From an optimization exercise on the open Yosys and OpenROAD flow, aimed at a short achievable clock period and few clock cycles; shortcuts taken in it are not production practice. In this exercise RTL edits were held to simulation tests only and were not proved equivalent to the original. No activity file was given, so power comes from the tool's default toggle rates.

==> flow/design.v <==
`timescale 1ns/10ps
package isa_pkg;
    localparam logic [6:0] OPCODE_LOAD   = 7'b0000011;  
    localparam logic [6:0] OPCODE_STORE  = 7'b0100011;  
    localparam logic [6:0] OPCODE_ARITH  = 7'b0010011;  
    localparam logic [6:0] OPCODE_R_TYPE = 7'b0110011;  
    localparam logic [6:0] OPCODE_BRANCH = 7'b1100011;  
    localparam logic [2:0] F3_ADD = 3'b000;  
    localparam logic [2:0] F3_SLT = 3'b010;
    localparam logic [2:0] F3_NOR = 3'b100;  
    localparam logic [2:0] F3_OR  = 3'b110;
    localparam logic [2:0] F3_AND = 3'b111;
    localparam logic [2:0] F3_BEQ = 3'b000;
    typedef union packed {
        struct packed {
            logic [6:0] funct7;
            logic [4:0] rs2;
            logic [4:0] rs1;
            logic [2:0] funct3;
            logic [4:0] rd;
            logic [6:0] opcode;
        } r;
        struct packed {
            logic [11:0] imm;       
            logic [19:0] rest;      
        } i;
        struct packed {
            logic [6:0]  imm_hi;    
            logic [12:0] regs;      
            logic [4:0]  imm_lo;    
            logic [6:0]  opcode;
        } s;
        struct packed {
            logic        imm_12;
            logic [5:0]  imm_10_5;
            logic [12:0] regs;      
            logic [3:0]  imm_4_1;
            logic        imm_11;
            logic [6:0]  opcode;
        } b;
    } instr_t;
endpackage
`timescale 1ns/10ps
package core_pkg;
    localparam logic [1:0] ALU_OP_ADD   = 2'b00;  
    localparam logic [1:0] ALU_OP_SUB   = 2'b01;  
    localparam logic [1:0] ALU_OP_FUNCT = 2'b10;  
    localparam logic [3:0] ALU_AND = 4'b0000;
    localparam logic [3:0] ALU_OR  = 4'b0001;
    localparam logic [3:0] ALU_ADD = 4'b0010;
    localparam logic [3:0] ALU_SUB = 4'b0110;
    localparam logic [3:0] ALU_SLT = 4'b0111;  
    localparam logic [3:0] ALU_NOR = 4'b1100;
    localparam logic [1:0] FWD_REG = 2'b00;  
    localparam logic [1:0] FWD_WB  = 2'b01;  
    localparam logic [1:0] FWD_MEM = 2'b10;  
endpackage
`timescale 1ns/10ps
module register_file (
    input  logic                   clk,
    input  logic [5-1:0] raddr1,
    input  logic [5-1:0] raddr2,
    input  logic                   we,
    input  logic [5-1:0] waddr,
    input  logic [32-1:0]       wdata,
    output logic [32-1:0]       rdata1,
    output logic [32-1:0]       rdata2
);
    logic [32-1:0] regs [2**5];
    always_ff @(posedge clk) begin
        if (we && waddr != '0)
            regs[waddr] <= wdata;
    end
    assign rdata1 = (raddr1 == '0) ? '0 : regs[raddr1];
    assign rdata2 = (raddr2 == '0) ? '0 : regs[raddr2];
endmodule
`timescale 1ns/10ps
module fetch_stage #(
    parameter int IMEM_WORDS = 64   
) (
    input  logic                          clk,
    input  logic                          reset,
    input  logic                          imem_we,      
    input  logic [$clog2(IMEM_WORDS)-1:0] imem_addr,    
    input  logic [32-1:0]              imem_wdata,
    input  logic                          stall,
    input  logic                          redirect,
    input  logic [32-1:0]              redirect_pc,
    output logic [32-1:0]              if_pc,
    output isa_pkg::instr_t               if_instr
);
    localparam int AW = $clog2(IMEM_WORDS);
    logic [32-1:0] imem [IMEM_WORDS];
    logic [32-1:0] pc;
    logic [32-1:0] pc_next;
    logic [32-1:0] fetch_word;
    always_ff @(posedge clk) begin
        if (imem_we)
            imem[imem_addr] <= imem_wdata;
    end
    assign fetch_word = imem[pc[AW+1:2]];  
    always_comb begin
        if (redirect)
            pc_next = redirect_pc;
        else if (stall)
            pc_next = pc;
        else
            pc_next = pc + 32'd4;
    end
    always_ff @(posedge clk) begin
        if (reset)
            pc <= '0;
        else
            pc <= pc_next;
    end
    always_ff @(posedge clk) begin
        if (reset || redirect) begin
            if_instr <= '0;
        end else if (!stall) begin
            if_instr <= fetch_word;
            if_pc    <= pc;
        end
    end
endmodule
`timescale 1ns/10ps
import isa_pkg::*;
import core_pkg::*;
module decode_stage (
    input  logic                   clk,
    input  logic                   reset,
    input  logic [32-1:0]       if_pc,
    input  isa_pkg::instr_t        if_instr,
    input  logic [32-1:0]       rs1_data,       
    input  logic [32-1:0]       rs2_data,
    input  logic                   ex_mem_read,    
    input  logic [5-1:0] ex_rd,
    input  logic                   flush,
    input  logic                   wb_valid,
    input  logic [5-1:0] wb_rd,
    input  logic [32-1:0]       wb_data,
    output logic [5-1:0] rs1_addr,
    output logic [5-1:0] rs2_addr,
    output logic                   stall,
    output logic [32-1:0]       id_ex_pc,
    output logic [32-1:0]       id_ex_rs1_data,
    output logic [32-1:0]       id_ex_rs2_data,
    output logic [32-1:0]       id_ex_imm,
    output logic [5-1:0] id_ex_rs1,
    output logic [5-1:0] id_ex_rs2,
    output logic [5-1:0] id_ex_rd,
    output logic                   id_ex_alu_src,
    output logic [1:0]             id_ex_alu_op,
    output logic [2:0]             id_ex_funct3,
    output logic                   id_ex_funct7_bit5,
    output logic                   id_ex_mem_read,
    output logic                   id_ex_mem_write,
    output logic                   id_ex_branch,
    output logic                   id_ex_reg_write,
    output logic                   id_ex_mem_to_reg
);
    logic [6:0]       opcode;
    logic [32-1:0] imm;
    logic [32-1:0] rs1_val;
    logic [32-1:0] rs2_val;
    logic             alu_src;
    logic [1:0]       alu_op;
    logic             mem_read;
    logic             mem_write;
    logic             branch;
    logic             reg_write;
    logic             mem_to_reg;
    assign opcode   = if_instr.r.opcode;
    assign rs1_addr = if_instr.r.rs1;
    assign rs2_addr = if_instr.r.rs2;
    always_comb begin
        case (opcode)
            OPCODE_LOAD, OPCODE_ARITH:
                imm = {{(32-12){if_instr.i.imm[11]}}, if_instr.i.imm};
            OPCODE_STORE:
                imm = {{(32-12){if_instr.s.imm_hi[6]}}, if_instr.s.imm_hi,
                       if_instr.s.imm_lo};
            OPCODE_BRANCH:
                imm = {{(32-12){if_instr.b.imm_12}}, if_instr.b.imm_11,
                       if_instr.b.imm_10_5, if_instr.b.imm_4_1, 1'b0};
            default:
                imm = '0;
        endcase
    end
    always_comb begin
        alu_src    = 1'b0;
        alu_op     = ALU_OP_ADD;
        mem_read   = 1'b0;
        mem_write  = 1'b0;
        branch     = 1'b0;
        reg_write  = 1'b0;
        mem_to_reg = 1'b0;
        case (opcode)
            OPCODE_LOAD: begin
                alu_src    = 1'b1;
                mem_read   = 1'b1;
                reg_write  = 1'b1;
                mem_to_reg = 1'b1;
            end
            OPCODE_STORE: begin
                alu_src   = 1'b1;
                mem_write = 1'b1;
            end
            OPCODE_ARITH: begin
                alu_src   = 1'b1;
                alu_op    = ALU_OP_FUNCT;
                reg_write = 1'b1;
            end
            OPCODE_R_TYPE: begin
                alu_op    = ALU_OP_FUNCT;
                reg_write = 1'b1;
            end
            OPCODE_BRANCH: begin
                alu_op = ALU_OP_SUB;                         
                branch = (if_instr.r.funct3 == F3_BEQ);      
            end
            default: ;
        endcase
    end
    assign stall = ex_mem_read && (ex_rd != '0) &&
                   ((ex_rd == rs1_addr) || (ex_rd == rs2_addr));
    assign rs1_val = (wb_valid && wb_rd == rs1_addr) ? wb_data : rs1_data;
    assign rs2_val = (wb_valid && wb_rd == rs2_addr) ? wb_data : rs2_data;
    always_ff @(posedge clk) begin
        if (reset || stall || flush) begin
            id_ex_mem_read   <= 1'b0;    
            id_ex_mem_write  <= 1'b0;
            id_ex_branch     <= 1'b0;
            id_ex_reg_write  <= 1'b0;
            id_ex_mem_to_reg <= 1'b0;
        end else begin
            id_ex_mem_read   <= mem_read;
            id_ex_mem_write  <= mem_write;
            id_ex_branch     <= branch;
            id_ex_reg_write  <= reg_write;
            id_ex_mem_to_reg <= mem_to_reg;
        end
        id_ex_pc          <= if_pc;
        id_ex_rs1_data    <= rs1_val;
        id_ex_rs2_data    <= rs2_val;
        id_ex_imm         <= imm;
        id_ex_rs1         <= rs1_addr;
        id_ex_rs2         <= rs2_addr;
        id_ex_rd          <= if_instr.r.rd;
        id_ex_alu_src     <= alu_src;
        id_ex_alu_op      <= alu_op;
        id_ex_funct3      <= if_instr.r.funct3;
        id_ex_funct7_bit5 <= if_instr.r.funct7[5];   
    end
endmodule
`timescale 1ns/10ps
import isa_pkg::*;
import core_pkg::*;
module execute_stage (
    input  logic                   clk,
    input  logic                   reset,
    input  logic                   flush,
    input  logic [32-1:0]       id_ex_pc,
    input  logic [32-1:0]       id_ex_rs1_data,
    input  logic [32-1:0]       id_ex_rs2_data,
    input  logic [32-1:0]       id_ex_imm,
    input  logic [5-1:0] id_ex_rs1,
    input  logic [5-1:0] id_ex_rs2,
    input  logic [5-1:0] id_ex_rd,
    input  logic                   id_ex_alu_src,
    input  logic [1:0]             id_ex_alu_op,
    input  logic [2:0]             id_ex_funct3,
    input  logic                   id_ex_funct7_bit5,
    input  logic                   id_ex_mem_read,
    input  logic                   id_ex_mem_write,
    input  logic                   id_ex_branch,
    input  logic                   id_ex_reg_write,
    input  logic                   id_ex_mem_to_reg,
    input  logic                   mem_fwd_we,       
    input  logic [5-1:0] mem_fwd_rd,
    input  logic [32-1:0]       mem_fwd_data,
    input  logic                   wb_valid,
    input  logic [5-1:0] wb_rd,
    input  logic [32-1:0]       wb_data,
    output logic                   ex_mem_read,      
    output logic [5-1:0] ex_rd,
    output logic [32-1:0]       ex_mem_alu_result,
    output logic [32-1:0]       ex_mem_store_data,
    output logic                   ex_mem_zero,
    output logic [32-1:0]       ex_mem_branch_target,
    output logic [5-1:0] ex_mem_rd,
    output logic                   ex_mem_branch,
    output logic                   ex_mem_mem_read,
    output logic                   ex_mem_mem_write,
    output logic                   ex_mem_reg_write,
    output logic                   ex_mem_mem_to_reg
);
    logic [1:0]       fwd_a;
    logic [1:0]       fwd_b;
    logic [32-1:0] op_a;
    logic [32-1:0] rs2_fwd;      
    logic [32-1:0] op_b;
    logic [3:0]       alu_ctrl;
    logic [32-1:0] alu_result;
    always_comb begin
        if (mem_fwd_we && mem_fwd_rd == id_ex_rs1)
            fwd_a = FWD_MEM;
        else if (wb_valid && wb_rd == id_ex_rs1)
            fwd_a = FWD_WB;
        else
            fwd_a = FWD_REG;
        if (mem_fwd_we && mem_fwd_rd == id_ex_rs2)
            fwd_b = FWD_MEM;
        else if (wb_valid && wb_rd == id_ex_rs2)
            fwd_b = FWD_WB;
        else
            fwd_b = FWD_REG;
    end
    assign op_a    = (fwd_a == FWD_MEM) ? mem_fwd_data :
                     (fwd_a == FWD_WB)  ? wb_data : id_ex_rs1_data;
    assign rs2_fwd = (fwd_b == FWD_MEM) ? mem_fwd_data :
                     (fwd_b == FWD_WB)  ? wb_data : id_ex_rs2_data;
    assign op_b    = id_ex_alu_src ? id_ex_imm : rs2_fwd;
    always_comb begin
        alu_ctrl = ALU_ADD;
        case (id_ex_alu_op)
            ALU_OP_SUB: alu_ctrl = ALU_SUB;
            ALU_OP_FUNCT: begin
                case (id_ex_funct3)
                    F3_ADD: alu_ctrl = (id_ex_funct7_bit5 && !id_ex_alu_src) ?
                                       ALU_SUB : ALU_ADD;    
                    F3_AND: alu_ctrl = ALU_AND;
                    F3_OR:  alu_ctrl = ALU_OR;
                    F3_SLT: alu_ctrl = ALU_SLT;
                    F3_NOR: alu_ctrl = ALU_NOR;
                    default: alu_ctrl = ALU_AND;
                endcase
            end
            default: ;
        endcase
    end
    always_comb begin
        case (alu_ctrl)
            ALU_AND: alu_result = op_a & op_b;
            ALU_OR:  alu_result = op_a | op_b;
            ALU_SUB: alu_result = op_a - op_b;
            ALU_SLT: alu_result = {{(32-1){1'b0}}, $signed(op_a) < $signed(op_b)};
            ALU_NOR: alu_result = ~(op_a | op_b);
            default: alu_result = op_a + op_b;
        endcase
    end
    assign ex_mem_read = id_ex_mem_read;
    assign ex_rd       = id_ex_rd;
    always_ff @(posedge clk) begin
        if (reset || flush) begin
            ex_mem_branch     <= 1'b0;
            ex_mem_mem_read   <= 1'b0;
            ex_mem_mem_write  <= 1'b0;
            ex_mem_reg_write  <= 1'b0;
            ex_mem_mem_to_reg <= 1'b0;
        end else begin
            ex_mem_branch     <= id_ex_branch;
            ex_mem_mem_read   <= id_ex_mem_read;
            ex_mem_mem_write  <= id_ex_mem_write;
            ex_mem_reg_write  <= id_ex_reg_write;
            ex_mem_mem_to_reg <= id_ex_mem_to_reg;
        end
        ex_mem_alu_result    <= alu_result;
        ex_mem_store_data    <= rs2_fwd;
        ex_mem_zero          <= (alu_result == '0);
        ex_mem_branch_target <= id_ex_pc + id_ex_imm;   
        ex_mem_rd            <= id_ex_rd;
    end
endmodule
`timescale 1ns/10ps
module memory_stage #(
    parameter int DMEM_WORDS = 64   
) (
    input  logic                   clk,
    input  logic                   reset,
    input  logic [32-1:0]       ex_mem_alu_result,
    input  logic [32-1:0]       ex_mem_store_data,
    input  logic                   ex_mem_zero,
    input  logic [32-1:0]       ex_mem_branch_target,
    input  logic [5-1:0] ex_mem_rd,
    input  logic                   ex_mem_branch,
    input  logic                   ex_mem_mem_read,
    input  logic                   ex_mem_mem_write,
    input  logic                   ex_mem_reg_write,
    input  logic                   ex_mem_mem_to_reg,
    output logic                   redirect,
    output logic [32-1:0]       redirect_pc,
    output logic                   mem_fwd_we,
    output logic [5-1:0] mem_fwd_rd,
    output logic [32-1:0]       mem_fwd_data,
    output logic                   wb_valid,
    output logic [5-1:0] wb_rd,
    output logic [32-1:0]       wb_data
);
    localparam int AW = $clog2(DMEM_WORDS);
    logic [32-1:0] dmem [DMEM_WORDS];
    logic [AW-1:0]    dmem_idx;
    logic [32-1:0] load_data;
    logic [32-1:0] mem_wb_alu_result;
    logic [32-1:0] mem_wb_load_data;
    logic             mem_wb_mem_to_reg;
    assign dmem_idx = ex_mem_alu_result[AW+1:2];    
    always_ff @(posedge clk) begin
        if (ex_mem_mem_write)
            dmem[dmem_idx] <= ex_mem_store_data;
    end
    assign load_data = ex_mem_mem_read ? dmem[dmem_idx] : '0;
    assign redirect    = ex_mem_branch && ex_mem_zero;
    assign redirect_pc = ex_mem_branch_target;
    assign mem_fwd_we   = ex_mem_reg_write && (ex_mem_rd != '0);
    assign mem_fwd_rd   = ex_mem_rd;
    assign mem_fwd_data = ex_mem_alu_result;
    always_ff @(posedge clk) begin
        if (reset)
            wb_valid <= 1'b0;
        else
            wb_valid <= mem_fwd_we;     
        wb_rd             <= ex_mem_rd;
        mem_wb_alu_result <= ex_mem_alu_result;
        mem_wb_load_data  <= load_data;
        mem_wb_mem_to_reg <= ex_mem_mem_to_reg;
    end
    assign wb_data = mem_wb_mem_to_reg ? mem_wb_load_data : mem_wb_alu_result;
endmodule
`timescale 1ns/10ps
import isa_pkg::*;
module cpu_pipelined (
    input  logic                           clk,
    input  logic                           reset,
    input  logic                           imem_we,
    input  logic [$clog2(64)-1:0] imem_addr,
    input  logic [32-1:0]               imem_wdata,
    output logic                           wb_valid,   
    output logic [5-1:0]         wb_rd,
    output logic [32-1:0]               wb_data
);
    logic [32-1:0]       if_pc;
    isa_pkg::instr_t        if_instr;
    logic                   stall;
    logic [5-1:0] rs1_addr, rs2_addr;
    logic [32-1:0]       rs1_data, rs2_data;
    logic [32-1:0]       id_ex_pc, id_ex_rs1_data, id_ex_rs2_data, id_ex_imm;
    logic [5-1:0] id_ex_rs1, id_ex_rs2, id_ex_rd;
    logic [1:0]             id_ex_alu_op;
    logic [2:0]             id_ex_funct3;
    logic                   id_ex_alu_src, id_ex_funct7_bit5;
    logic                   id_ex_mem_read, id_ex_mem_write, id_ex_branch;
    logic                   id_ex_reg_write, id_ex_mem_to_reg;
    logic                   ex_mem_read;
    logic [5-1:0] ex_rd;
    logic [32-1:0]       ex_mem_alu_result, ex_mem_store_data, ex_mem_branch_target;
    logic [5-1:0] ex_mem_rd;
    logic                   ex_mem_zero, ex_mem_branch, ex_mem_mem_read;
    logic                   ex_mem_mem_write, ex_mem_reg_write, ex_mem_mem_to_reg;
    logic                   redirect;      
    logic [32-1:0]       redirect_pc;
    logic                   mem_fwd_we;
    logic [5-1:0] mem_fwd_rd;
    logic [32-1:0]       mem_fwd_data;
    fetch_stage #(.IMEM_WORDS(64)) i_fetch_stage (.*);
    decode_stage i_decode_stage (.flush(redirect), .*);
    register_file i_register_file (
        .clk    (clk),
        .raddr1 (rs1_addr),
        .raddr2 (rs2_addr),
        .we     (wb_valid),    
        .waddr  (wb_rd),
        .wdata  (wb_data),
        .rdata1 (rs1_data),
        .rdata2 (rs2_data)
    );
    execute_stage i_execute_stage (.flush(redirect), .*);
    memory_stage #(.DMEM_WORDS(64)) i_memory_stage (.*);
endmodule
==> flow/run.sh <==
#!/bin/bash
# synth_recipe.tcl (not shown) runs the flow's synth.tcl, then flattens the netlist and writes it again
# the make line also repeats each setting of config.mk as NAME=value (left out here)
make -C /OpenROAD-flow-scripts/flow DESIGN_CONFIG=/design/flow/config.mk WORK_HOME=/design/flow/orfs CLKGATE_MAP_FILE= SYNTH_SCRIPT=/design/flow/synth_recipe.tcl finish
==> flow/config.mk <==
export PLATFORM = sky130hd
export DESIGN_NAME = cpu_pipelined
export DESIGN_NICKNAME = cpu_pipelined
export VERILOG_FILES = /design/flow/design.v
export SDC_FILE = /design/flow/constraint.sdc
export NUM_CORES = 4
export LEC_CHECK = 0
export CAP_MARGIN = 20
export CORE_MARGIN = 2
export CORE_UTILIZATION = 40
export SLEW_MARGIN = 20
==> flow/constraint.sdc <==
create_clock -name core_clock -period 8.0 [get_ports {clk}]
set_input_delay 1.6000 -clock core_clock [delete_from_list [all_inputs] [get_ports {clk}]]
set_output_delay 1.6000 -clock core_clock [all_outputs]
set_load 0.01 [all_outputs]
==> results.tsv <==
metric	value	unit
crit path kind	flip-flop to flip-flop	
Leak Pwr	74.3	nW
cell area after synthesis	214000	um^2
Pint	51.8	mW
critical path endpoint category	flip-flop	
Total Routing Usage GR	23.3	%
Max Cap Viol	0	
Root Buffer	clkbuf_16	
FF-to-FF setup slack	1.25	ns
Worst-path clk slew	0.06	ns
initial antenna violation count	32	
Sw Ratio	29.0	%
placer congestion estimate	0.824	
# hold bufs at CTS	0	
Total Wirelength	645000	um
core footprint	532000	um^2
Worst Tran Pin Value	1.41	ns
number of global-route vias before repair	116000	
setup TNS	0	ns
post-synthesis async set-or-reset flop share	0	%
Slew Viols, Final	0	
Synth Flop Type	edfxtp_1	
Site Rows	268	
status	complete, no violations	
top cells by area, synth	edfxtp_1 (72%), mux4_2 (12%), dfxtp_1 (2.8%)	
Setup crit start kind	flip-flop	
Relative slew margins	5.64	%
io pins	79	
Max Root-Sink Buffers	4	
Port Buffer Count	78	
cell with the most instances after synthesis	edfxtp_1	
wire per inst	34.4	um
Worst-Skew Late Latency	1.09	ns
Clock Skew	0.124	ns
Chip Width	735	um
fin nets	11300	
DRT iter0 DRCs	16000	
grt total ovfl	0	
Tcrit/Tclk final	84.3	%
Largest regs	i_fetch_stage.imem (2048), i_memory_stage.dmem (2048), i_register_file.regs (1024)	
largest net degree at the start of global routing	123	
CTS tree	done	
htree depth	6	
Post-Place Cell Area	226000	um^2
die height	735	um
first-pass GRT wire length	902000	um
CTS resizes	0	
Routed met3 length	58200	um
Peak VDD IR	238	uV
cell taking the most area after synthesis	edfxtp_1	
Num CTS Buffers	567	
uppermost layer routed	met5	
top cells by count, synth	edfxtp_1 (5128), mux4_2 (1155), clkbuf_1 (537)	
register bit count reported by yosys	5432	
net switching power	21.2	mW
effective utilization at floorplan	40.1	%
crit path max fanout	64	
critical path arrival	7.75	ns
sequential-to-total area share from yosys stat	74.9	%
Mapped Cells	10800	
CP required	9.00	ns
clock sink count	5432	
Min-Delay Path Class	flip-flop to flip-flop	
share of post-route cells with drive strength above 1	23.1	%
design area	244000	um^2
Vias	116000	
Fmax	148	MHz
met1 WL	254000	um
Hold Vio Cnt, Final	0	
Synth cell types	85	
power per cell area	299	nW/um^2
TritonRoute pass-1 iters	6	
Post-CTS Setup Inserts	0	
met2 routed WL	308000	um
Clock power frac	34.9	%
number of enable flip-flop cells after synthesis	5128	
Seq pwr share	46.3	%
Syn. warnings	5	
DPL Wire Length	364000	um
Antenna Nets Post-Route	0	
DRC violations left	0	
combinational power share	18.8	%
RSZ-0062 raised after global routing	false	
full die area	540000	um^2
syn_area_per_cell	19.7	um^2
filler cell count	44200	
Synth-to-Final Area Change	14.1	%
Setup Viol. Count Final	0	
minimum clock period after layout	6.75	ns
Yosys top cell area share	72.0	%
post-DR vias/cell	6.21	
-- through the flow --
step                      setup WS (ns)  total power, mW  hold slack, ns  util [%]  instances
after floorplan                    2.65             41.8           0.323         -      10900
after global placement             1.36             47.7           0.324      42.3      17600
after detailed placement           1.46             48.0           0.331      42.4      17600
after CTS                          1.46             73.3           0.333      45.7      18700
after global routing              0.892             75.2           0.346      45.8      18700
final                              1.25             73.0           0.335      45.8      18700
-- area by class of cell --
class                           instances  area (um^2)  share of cell area [%]
Sequential cell                      5432       160000                    65.7
Multi-Input combinational cell       4562        52000                    21.3
Clock buffer                          738        15200                    6.24
Tap cell                             7020         8780                    3.60
Timing Repair Buffer                  484         4250                    1.74
Clock inverter                        290         2700                    1.11
Inverter                              136          513                   0.210
Antenna cell                           79          198                  0.0811
-- critical path, cell delays in order (launching register included) --
cell and delay, ns:
dfxtp_1 0.35, or4_1 0.54, o21ai_0 0.39, nor4_2 0.11
buf_4 0.31, o21ai_0 0.33, mux2i_1 0.17, ha_1 0.55
inv_1 0.10, a2111oi_0 0.62, o311ai_0 0.39, buf_4 0.26
o211ai_1 0.34, o21ai_0 0.28, and4_1 0.30, a21oi_1 0.15
a2bb2oi_1 0.19, nor4_1 0.63, nand4b_1 0.34, nor4_2 0.27
-- layout by cell type (no fill, tap or decap), types with 53 or more instances in the layout --
master / count
a22oi_1: 533
a221oi_1: 309
nor2_1: 128
nor4_1: 65
buf_4: 386
dfxtp_1: 252
clkbuf_1: 142
a21oi_1: 146
xor2_1: 63
o22ai_1: 98
ha_1: 106
clkinv_2: 68
diode_2: 79
a22o_1: 276
a31oi_1: 262
nor2_4: 152
edfxtp_1: 5128
o21ai_0: 178
inv_1: 133
mux2i_1: 260
mux4_2: 1155
nand2_1: 199
mux2_2: 53
clkbuf_16: 577
clkinv_1: 129
-- path summary, 6_finish.rpt --
check / end / from / cells after the start
min reg2reg: i_decode_stage.id_ex_rd[2] / i_fetch_stage.if_instr[9] / 0
max: i_execute_stage.ex_mem_zero / i_execute_stage.ex_mem_rd[0] / 19
max reg2reg: i_execute_stage.ex_mem_zero / i_execute_stage.ex_mem_rd[0] / 19
min: i_decode_stage.id_ex_rd[2] / i_fetch_stage.if_instr[9] / 0
-- cells by family after synthesis --
logic type,share of synthesized area [%]
muxes,13.7
other,0.00175
buffers and inverters,1.53
and+or+nand+nor,1.75
xor gates and xnor gates,0.368
adders and majority gates,0.649
AOI/OAI and AO/OA,7.14
DFF,74.9
-- routing by layer --
layer | vias to the layer above | GRT usage (%)
met3 | 1080 | 4.00
met1 | 62500 | 32.3
li1 | 46700 | -
met4 | 4 | 8.29
met5 | - | 0
met2 | 6136 | 37.4
-- power by group through the flow --
stage,clock network (mW),logic (mW),registers [mW]
after detailed placement,0,13.6,34.4
after global placement,0,13.4,34.4
after CTS,25.9,13.6,33.8
after global routing,26.9,14.5,33.8
after floorplan,0,7.32,34.5
final,25.5,13.7,33.8
Testbench counts, summed over its fixed seeds: cycles 73,370.

==> port drivers added, routing unchanged <==
The results above use ideal ports. As a check the final layout listed here was re-extracted and re-timed, cells and wires unchanged.
Step 1 (the two cells are an assumption about what drives the block):
set clk [get_ports {clk}]
set_driving_cell -lib_cell sky130_fd_sc_hd__clkbuf_16 $clk
set_driving_cell -lib_cell sky130_fd_sc_hd__buf_2 [delete_from_list [all_inputs] $clk]
Step 2 adds t to the input delays and takes it off the output delays; t is the mean of the earliest and latest rising clock arrival at the registers after step 1. Input paths then give back, and output paths get back, about the clock's delay inside the block.
Three values: ideal, step 1, step 2; two values: the first two.
shift t [ns]: 1.147
slack for setup (ns): 1.252 / 1.252 / 1.252
hold WS [ns]: 0.335 / 0.335 / 0.335
After both steps this run still meets setup and hold. For this run, drivers alone change the setup slack by 0.000 ns; drivers and shift together by 0.000 ns.
